Source: an optimization exercise on an open RTL-to-GDS flow (aim: small area, a short achievable clock period and few clock cycles per item). Production flows keep margins and buffers that such runs may drop. At most, simulation tests tie the RTL to the original design; equivalence was not proved. Power is estimated from default activity; no workload was simulated.

## job 101
==> flow/design.v <==
`timescale 1ns/1ps
module fp_prefix_add #(
    parameter int W = 28,
    parameter int L = 5            
) (
    input  logic [W-1:0] a,
    input  logic [W-1:0] b,
    input  logic         cin,
    output logic [W-1:0] s
);
    logic [W-1:0] p, g, gg, gp;
    assign p = a ^ b;
    assign g = a & b;
    always_comb begin
        gg    = g;
        gp    = p;
        gg[0] = g[0] | (p[0] & cin);
        for (int l = 0; l < L; l++) begin
            for (int i = 0; i < W; i++) begin
                if (i[l]) begin
                    gg[i] = gg[i] | (gp[i] & gg[((i >> l) << l) - 1]);
                    gp[i] = gp[i] & gp[((i >> l) << l) - 1];
                end
            end
        end
    end
    assign s = p ^ {gg[W-2:0], cin};
endmodule
module fp_prefix_and #(
    parameter int W = 24,
    parameter int L = 5            
) (
    input  logic [W-1:0] a,
    output logic [W-1:0] y
);
    always_comb begin
        y = a;
        for (int l = 0; l < L; l++) begin
            for (int i = 0; i < W; i++) begin
                if (i[l]) begin
                    y[i] = y[i] & y[((i >> l) << l) - 1];
                end
            end
        end
    end
endmodule
module fp_prefix_sum #(
    parameter int W = 28,
    parameter int L = 5            
) (
    input  logic [W-1:0] p,
    input  logic [W-1:0] g,
    input  logic         cin,
    output logic [W-1:0] s
);
    logic [W-1:0] gg, gp;
    always_comb begin
        gg    = g;
        gp    = p;
        gg[0] = g[0] | (p[0] & cin);
        for (int l = 0; l < L; l++) begin
            for (int i = 0; i < W; i++) begin
                if (i[l]) begin
                    gg[i] = gg[i] | (gp[i] & gg[((i >> l) << l) - 1]);
                    gp[i] = gp[i] & gp[((i >> l) << l) - 1];
                end
            end
        end
    end
    assign s = p ^ {gg[W-2:0], cin};
endmodule
`timescale 1ns/1ps
module fp_add_stage1 (
    input  logic [31:0] a,
    input  logic [31:0] b,
    input  logic        op,
    output logic [27:0] p,         
    output logic [27:0] g,         
    output logic [7:0]  e,
    output logic        sub,
    output logic        s,
    output logic        nan
);
    logic [7:0]  ea, eb;
    logic [22:0] fa, fb;
    logic        sa, sb;
    logic        za, zb;
    logic [23:0] ma, mb;
    logic        maxa, maxb;
    logic        nan_a, nan_b, inf_a, inf_b;
    logic        inf;
    logic        a_lt;
    logic [8:0]  dab, dba;
    logic [7:0]  shift;
    logic [23:0] big_m;
    logic [23:0] small_m;
    logic [25:0] y_sh;
    logic [23:0] lost;
    logic        sticky;
    logic        far;
    assign sa = a[31];
    assign sb = b[31] ^ op;
    assign ea = a[30:23];
    assign eb = b[30:23];
    assign fa = a[22:0];
    assign fb = b[22:0];
    assign za = (ea == 8'd0);
    assign zb = (eb == 8'd0);
    assign ma = za ? 24'd0 : {1'b1, fa};
    assign mb = zb ? 24'd0 : {1'b1, fb};
    assign maxa  = (ea == 8'hFF);
    assign maxb  = (eb == 8'hFF);
    assign nan_a = maxa & (fa != 23'd0);
    assign nan_b = maxb & (fb != 23'd0);
    assign inf_a = maxa & (fa == 23'd0);
    assign inf_b = maxb & (fb == 23'd0);
    assign sub  = (sa ^ sb) & ~inf;
    assign a_lt = {ea, fa} < {eb, fb};
    assign nan = nan_a | nan_b | (inf_a & inf_b & (sa ^ sb));
    assign inf = inf_a | inf_b;
    assign s   = a_lt ? sb : sa;
    assign dab   = {1'b0, ea} - {1'b0, eb};
    assign dba   = {1'b0, eb} - {1'b0, ea};
    assign shift = dab[8] ? dba[7:0] : dab[7:0];
    assign big_m   = a_lt ? mb : ma;
    assign small_m = a_lt ? ma : mb;
    assign e       = a_lt ? eb : ea;
    assign far = shift[7:5] != 3'd0;
    always_comb begin
        for (int j = 0; j < 24; j++) begin
            lost[j] = far | (shift[4:0] > 5'(j + 2));
        end
    end
    assign y_sh   = far ? 26'd0 : ({small_m, 2'b00} >> shift[4:0]);
    assign sticky = |(small_m & lost);
    logic [24:0] x;
    logic [27:0] y;
    assign x = sub ? {big_m, 1'b0} : {1'b0, big_m};
    assign y = sub ? ~{y_sh, sticky, 1'b0} : {1'b0, y_sh, sticky};
    assign p = {{x, 2'b00} ^ y[27:1], ~sub & y[0]};
    assign g = {{x, 2'b00} & y[27:1], sub};
endmodule
`timescale 1ns/1ps
module fp_add_stage2 (
    input  logic [27:0] p,         
    input  logic [27:0] g,
    input  logic [7:0]  e,
    input  logic        sub,
    input  logic        s,
    input  logic        nan,
    output logic [31:0] result
);
    logic [27:0] sum;
    logic        top;              
    logic        rnd_t, rnd_u;     
    logic [24:0] ones;             
    logic [23:0] inc_t, inc_u;     
    logic        cy_t, cy_u;       
    logic [22:0] f_frac;
    logic        f_cy;
    logic [9:0]  f_exp;
    logic        f_ovf, f_unf;
    logic        near;
    logic [4:0]  lz;
    logic [25:0] n_sh;
    logic [9:0]  n_exp;
    fp_prefix_sum #(.W(28)) u_add (
        .p   (p),
        .g   (g),
        .cin (1'b0),
        .s   (sum)
    );
    assign top   = sum[27];
    assign rnd_t = sum[3] & (sum[4] | sum[2] | sum[1] | sum[0]);
    assign rnd_u = sum[2] & (sum[3] | sum[1] | sum[0]);
    logic [23:0] ones4;            
    fp_prefix_and #(.W(24)) u_ones (
        .a (sum[27:4]),
        .y (ones4)
    );
    assign ones[0] = sum[3];
    assign ones[24:1] = ones4 & {24{sum[3]}};
    always_comb begin
        inc_t[0] = sum[4] ^ rnd_t;
        inc_u[0] = sum[3] ^ rnd_u;
        for (int k = 1; k < 24; k++) begin
            inc_t[k] = sum[k+4] ^ (rnd_t & ones4[k-1]);
            inc_u[k] = sum[k+3] ^ (rnd_u & ones[k-1]);
        end
    end
    assign cy_t = rnd_t & ones4[23];
    assign cy_u = rnd_u & ones[23];
    assign f_frac = top ? inc_t[22:0] : inc_u[22:0];
    assign f_cy   = top ? cy_t : cy_u;
    logic [9:0] eb0, eb1, eb2;
    logic [2:0] ov, un;
    assign eb0 = {2'b00, e} - {9'd0, sub};
    assign eb1 = eb0 + 10'd1;
    assign eb2 = eb0 + 10'd2;
    assign ov  = {eb2 >= 10'd255, eb1 >= 10'd255, eb0 >= 10'd255};
    assign un  = {eb2 == 10'd0, eb1 == 10'd0, (eb0 == 10'd0) | eb0[9]};
    always_comb begin
        case ({top, f_cy})
            2'b00:   begin f_exp = eb0; f_ovf = ov[0]; f_unf = un[0]; end
            2'b11:   begin f_exp = eb2; f_ovf = ov[2]; f_unf = un[2]; end
            default: begin f_exp = eb1; f_ovf = ov[1]; f_unf = un[1]; end
        endcase
    end
    assign near = ~(sum[27] | sum[26]);
    logic [31:0] lz_in;
    logic [15:0] v1;
    logic [7:0]  v2;
    logic [3:0]  v3;
    logic [1:0]  v4;
    logic [15:0] z1;
    logic [15:0] z2;
    logic [11:0] z3;
    logic [7:0]  z4;
    assign lz_in = {sum[25:0], 6'b111111};
    always_comb begin
        for (int g = 0; g < 16; g++) begin
            v1[g] = lz_in[2*g+1] | lz_in[2*g];
            z1[g] = ~lz_in[2*g+1];
        end
        for (int g = 0; g < 8; g++) begin
            v2[g]          = v1[2*g+1] | v1[2*g];
            z2[2*g+1]      = ~v1[2*g+1];
            z2[2*g]        = v1[2*g+1] ? z1[2*g+1] : z1[2*g];
        end
        for (int g = 0; g < 4; g++) begin
            v3[g]          = v2[2*g+1] | v2[2*g];
            z3[3*g+2]      = ~v2[2*g+1];
            z3[3*g+:2]     = v2[2*g+1] ? z2[4*g+2+:2] : z2[4*g+:2];
        end
        for (int g = 0; g < 2; g++) begin
            v4[g]          = v3[2*g+1] | v3[2*g];
            z4[4*g+3]      = ~v3[2*g+1];
            z4[4*g+:3]     = v3[2*g+1] ? z3[6*g+3+:3] : z3[6*g+:3];
        end
        lz = v4[1] ? {1'b0, z4[7:4]} : {1'b1, z4[3:0]};
    end
    assign n_sh  = sum[25:0] << lz;
    assign n_exp = {2'b00, e} - 10'd2 - {5'd0, lz};
    logic [25:0] n_win;
    logic        n_unf;
    always_comb begin
        for (int i = 0; i < 26; i++) begin
            n_win[i] = ({2'b00, e} > 10'(27 - i));
        end
    end
    assign n_unf = ~|(sum[25:0] & n_win);
    always_comb begin
        if (nan) begin
            result = 32'hFFFF_FFFF;
        end else if (near) begin
            if (sum[25:0] == 26'd0) begin
                result = 32'd0;
            end else if (n_unf) begin
                result = {s, 31'd0};
            end else begin
                result = {s, n_exp[7:0], n_sh[24:2]};
            end
        end else if (f_ovf) begin
            result = {s, 8'hFF, 23'd0};
        end else if (f_unf) begin
            result = {s, 31'd0};
        end else begin
            result = {s, f_exp[7:0], f_frac};
        end
    end
endmodule
`timescale 1ns/1ps
module fp_add_top (
    input  logic        sys_clk,
    input  logic        sys_rst_n,
    input  logic [31:0] data1_in,
    input  logic [31:0] data2_in,
    input  logic        op,
    input  logic        trig,
    output logic [31:0] data_out,
    output logic        vld
);
    logic        busy;
    logic        accept;
    logic [27:0] p_d, p_q;         
    logic [27:0] g_d, g_q;         
    logic [7:0]  e_d, e_q;         
    logic        sub_d, sub_q;     
    logic        s_d, s_q;         
    logic        nan_d, nan_q;     
    logic [31:0] result;
    assign accept = trig & ~busy;
    fp_add_stage1 u_s1 (
        .a   (data1_in),
        .b   (data2_in),
        .op  (op),
        .p   (p_d),
        .g   (g_d),
        .e   (e_d),
        .sub (sub_d),
        .s   (s_d),
        .nan (nan_d)
    );
    always_ff @(posedge sys_clk) begin
        p_q   <= p_d;
        g_q   <= g_d;
        e_q   <= e_d;
        sub_q <= sub_d;
        s_q   <= s_d;
        nan_q <= nan_d;
    end
    fp_add_stage2 u_s2 (
        .p      (p_q),
        .g      (g_q),
        .e      (e_q),
        .sub    (sub_q),
        .s      (s_q),
        .nan    (nan_q),
        .result (result)
    );
    always_ff @(posedge sys_clk or negedge sys_rst_n) begin
        if (!sys_rst_n) begin
            busy     <= 1'b0;
            vld      <= 1'b0;
            data_out <= '0;
        end else begin
            busy <= accept;
            vld  <= busy;
            if (busy) begin
                data_out <= result;
            end
        end
    end
endmodule
Settings: LEC_CHECK=0, ABC_AREA=1, CAP_MARGIN=20, CORE_MARGIN=2, CORE_UTILIZATION=40, SETUP_SLACK_MARGIN=1.5, SLEW_MARGIN=20; clock period 6.0 ns.
standard.sh (not shown) runs the stock make flow with config.mk's settings and CLKGATE_MAP_FILE= SYNTH_SCRIPT=/design/flow/synth_recipe.tcl, a recipe that flattens the netlist after the stock synthesis.
==> flow/flow/run.sh <==
#!/bin/bash
# Standard layout, with plain buffers on the ports instead of the delay
# cells the port buffering picks by default.
set -euo pipefail
bash standard.sh BUFFER_PORTS_ARGS="-buffer_cell sky130_fd_sc_hd__buf_1" SKIP_GATE_CLONING=1 finish > standard.log 2>&1
Testbench counts of job 101, summed over its fixed seeds: cycles 16,000, items 8,000.
diff inputs: job 101 => job 102
-- flow/design.v --
<<< job 101, line 80
    output logic        sub,
    output logic        s,
    output logic        nan
);
>>> job 102, line 80
    output logic        sub,
    output logic        s,
    output logic        inf,
    output logic        nan
);
<<< job 101, line 89
    logic        maxa, maxb;
    logic        nan_a, nan_b, inf_a, inf_b;
    logic        inf;
    logic        a_lt;
    logic [8:0]  dab, dba;
>>> job 102, line 90
    logic        maxa, maxb;
    logic        nan_a, nan_b, inf_a, inf_b;
    logic        a_lt;
    logic [8:0]  dab, dba;
<<< job 101, line 95
    logic [23:0] big_m;
    logic [23:0] small_m;
    logic [25:0] y_sh;
    logic [23:0] lost;
    logic        sticky;
>>> job 102, line 95
    logic [23:0] big_m;
    logic [23:0] small_m;
    logic [27:0] y_sh;
    logic [23:0] lost;
    logic        sticky;
<<< job 101, line 115
    assign inf_a = maxa & (fa == 23'd0);
    assign inf_b = maxb & (fb == 23'd0);
    assign sub  = (sa ^ sb) & ~inf;
    assign a_lt = {ea, fa} < {eb, fb};
    assign nan = nan_a | nan_b | (inf_a & inf_b & (sa ^ sb));
    assign inf = inf_a | inf_b;
    assign s   = a_lt ? sb : sa;
    assign dab   = {1'b0, ea} - {1'b0, eb};
    assign dba   = {1'b0, eb} - {1'b0, ea};
>>> job 102, line 115
    assign inf_a = maxa & (fa == 23'd0);
    assign inf_b = maxb & (fb == 23'd0);
    assign sub  = sa ^ sb;
    assign a_lt = {ea, fa} < {eb, fb};
    assign nan = nan_a | nan_b | (inf_a & inf_b & sub);
    assign inf = inf_a | inf_b;
    assign s   = inf ? (inf_a ? sa : sb) : (a_lt ? sb : sa);
    assign dab   = {1'b0, ea} - {1'b0, eb};
    assign dba   = {1'b0, eb} - {1'b0, ea};
<<< job 101, line 132
        end
    end
    assign y_sh   = far ? 26'd0 : ({small_m, 2'b00} >> shift[4:0]);
    assign sticky = |(small_m & lost);
    logic [24:0] x;
    logic [27:0] y;
    assign x = sub ? {big_m, 1'b0} : {1'b0, big_m};
    assign y = sub ? ~{y_sh, sticky, 1'b0} : {1'b0, y_sh, sticky};
    assign p = {{x, 2'b00} ^ y[27:1], ~sub & y[0]};
    assign g = {{x, 2'b00} & y[27:1], sub};
endmodule
`timescale 1ns/1ps
>>> job 102, line 132
        end
    end
    assign sticky = |(small_m & lost);
    logic [24:0] x;
    logic [27:0] y;
    logic [27:0] sh_v [6];
    assign sh_v[0] = sub ? {~small_m, 4'b1111} : {1'b0, small_m, 3'b000};
    always_comb begin
        for (int k = 0; k < 5; k++) begin
            sh_v[k+1] = sh_v[k];
            if (shift[k]) begin
                for (int i = 0; i < 28; i++) begin
                    sh_v[k+1][i] = (i + (1 << k) < 28) ? sh_v[k][(i + (1 << k)) % 28] : sub;
                end
            end
        end
    end
    assign y_sh = far ? {28{sub}} : sh_v[5];
    assign x    = sub ? {big_m, 1'b0} : {1'b0, big_m};
    assign y    = {y_sh[27:2], sub ? {~sticky, 1'b1} : {y_sh[1], sticky}};
    assign p = {x, 3'b000} ^ y;
    assign g = {x, 3'b000} & y;
endmodule
`timescale 1ns/1ps
<<< job 101, line 148
    input  logic        sub,
    input  logic        s,
    input  logic        nan,
    output logic [31:0] result
>>> job 102, line 160
    input  logic        sub,
    input  logic        s,
    input  logic        inf,
    input  logic        nan,
    output logic [31:0] result
<<< job 101, line 168
        .p   (p),
        .g   (g),
        .cin (1'b0),
        .s   (sum)
    );
>>> job 102, line 181
        .p   (p),
        .g   (g),
        .cin (sub),
        .s   (sum)
    );
<<< job 101, line 253
        if (nan) begin
            result = 32'hFFFF_FFFF;
        end else if (near) begin
            if (sum[25:0] == 26'd0) begin
>>> job 102, line 266
        if (nan) begin
            result = 32'hFFFF_FFFF;
        end else if (inf) begin
            result = {s, 8'hFF, 23'd0};
        end else if (near) begin
            if (sum[25:0] == 26'd0) begin
<<< job 101, line 288
    logic        sub_d, sub_q;     
    logic        s_d, s_q;         
    logic        nan_d, nan_q;     
    logic [31:0] result;
>>> job 102, line 303
    logic        sub_d, sub_q;     
    logic        s_d, s_q;         
    logic        inf_d, inf_q;     
    logic        nan_d, nan_q;     
    logic [31:0] result;
<<< job 101, line 300
        .sub (sub_d),
        .s   (s_d),
        .nan (nan_d)
    );
>>> job 102, line 316
        .sub (sub_d),
        .s   (s_d),
        .inf (inf_d),
        .nan (nan_d)
    );
<<< job 101, line 308
        sub_q <= sub_d;
        s_q   <= s_d;
        nan_q <= nan_d;
    end
>>> job 102, line 325
        sub_q <= sub_d;
        s_q   <= s_d;
        inf_q <= inf_d;
        nan_q <= nan_d;
    end
<<< job 101, line 316
        .sub    (sub_q),
        .s      (s_q),
        .nan    (nan_q),
        .result (result)
>>> job 102, line 334
        .sub    (sub_q),
        .s      (s_q),
        .inf    (inf_q),
        .nan    (nan_q),
        .result (result)
Results
- The run showing the greater count of buffer and inverter cells on the critical path is job 101.
- Library cell contributing the largest single delay on the critical path: sky130_fd_sc_hd__dfxtp_4 -> job 102, sky130_fd_sc_hd__fa_1 -> job 101
- Going from job 101 to job 102, maximum number of pins on one net before global-route repair rose 5, required time at the worst-slack endpoint shrank by 0.04 ns, logic gate share of total power rose by 3.4 points, internal power increased 18%, via count of the first global-routing pass saw an increase.
- First-pass GRT wire length delta for job 102 relative to job 101: 0.89% higher
- Where netlist area before placement is concerned, job 101 is better than job 102.
- Summary of job 102 over job 101: per-instance average area after synthesis decreased about 0.8%, stage delay of the slowest cell on the critical path went down 0.05 ns, non-clock buffer count shows an increase of 16%.
- For job 102, the worst setup path endpoint was data_out[30], unlike job 101, where it was p_q[1].
Only the layout flow was run in job 102; the RTL was not checked for function there.

==> port drivers added, routing unchanged <==
Ports are ideal in the flow. The routed layouts listed here were re-timed in OpenROAD. Step 1, drivers: a clkbuf_16 drives sys_clk and a buf_2 each remaining input, both assumed. Step 2 times the ports against the registers' clock, not the clock port: input delays grow and output delays shrink by t, the midpoint of the rising clock arrivals with the driver on. a / b / c = no drivers / after step 1 / after step 2; a / b = the first two.
run	t, ns	setup slack, ns	slew at the worst register clock pin (ns)
job 101	0.405	1.689 / 1.720 / 1.314	0.08 / 0.08
job 102	0.410	1.507 / 1.507 / 1.305	0.08 / 0.08
After both steps every run listed still meets setup and hold. The setup slack of job 101, which loses most, moves by +0.031 ns with the drivers and by -0.375 ns with both steps.
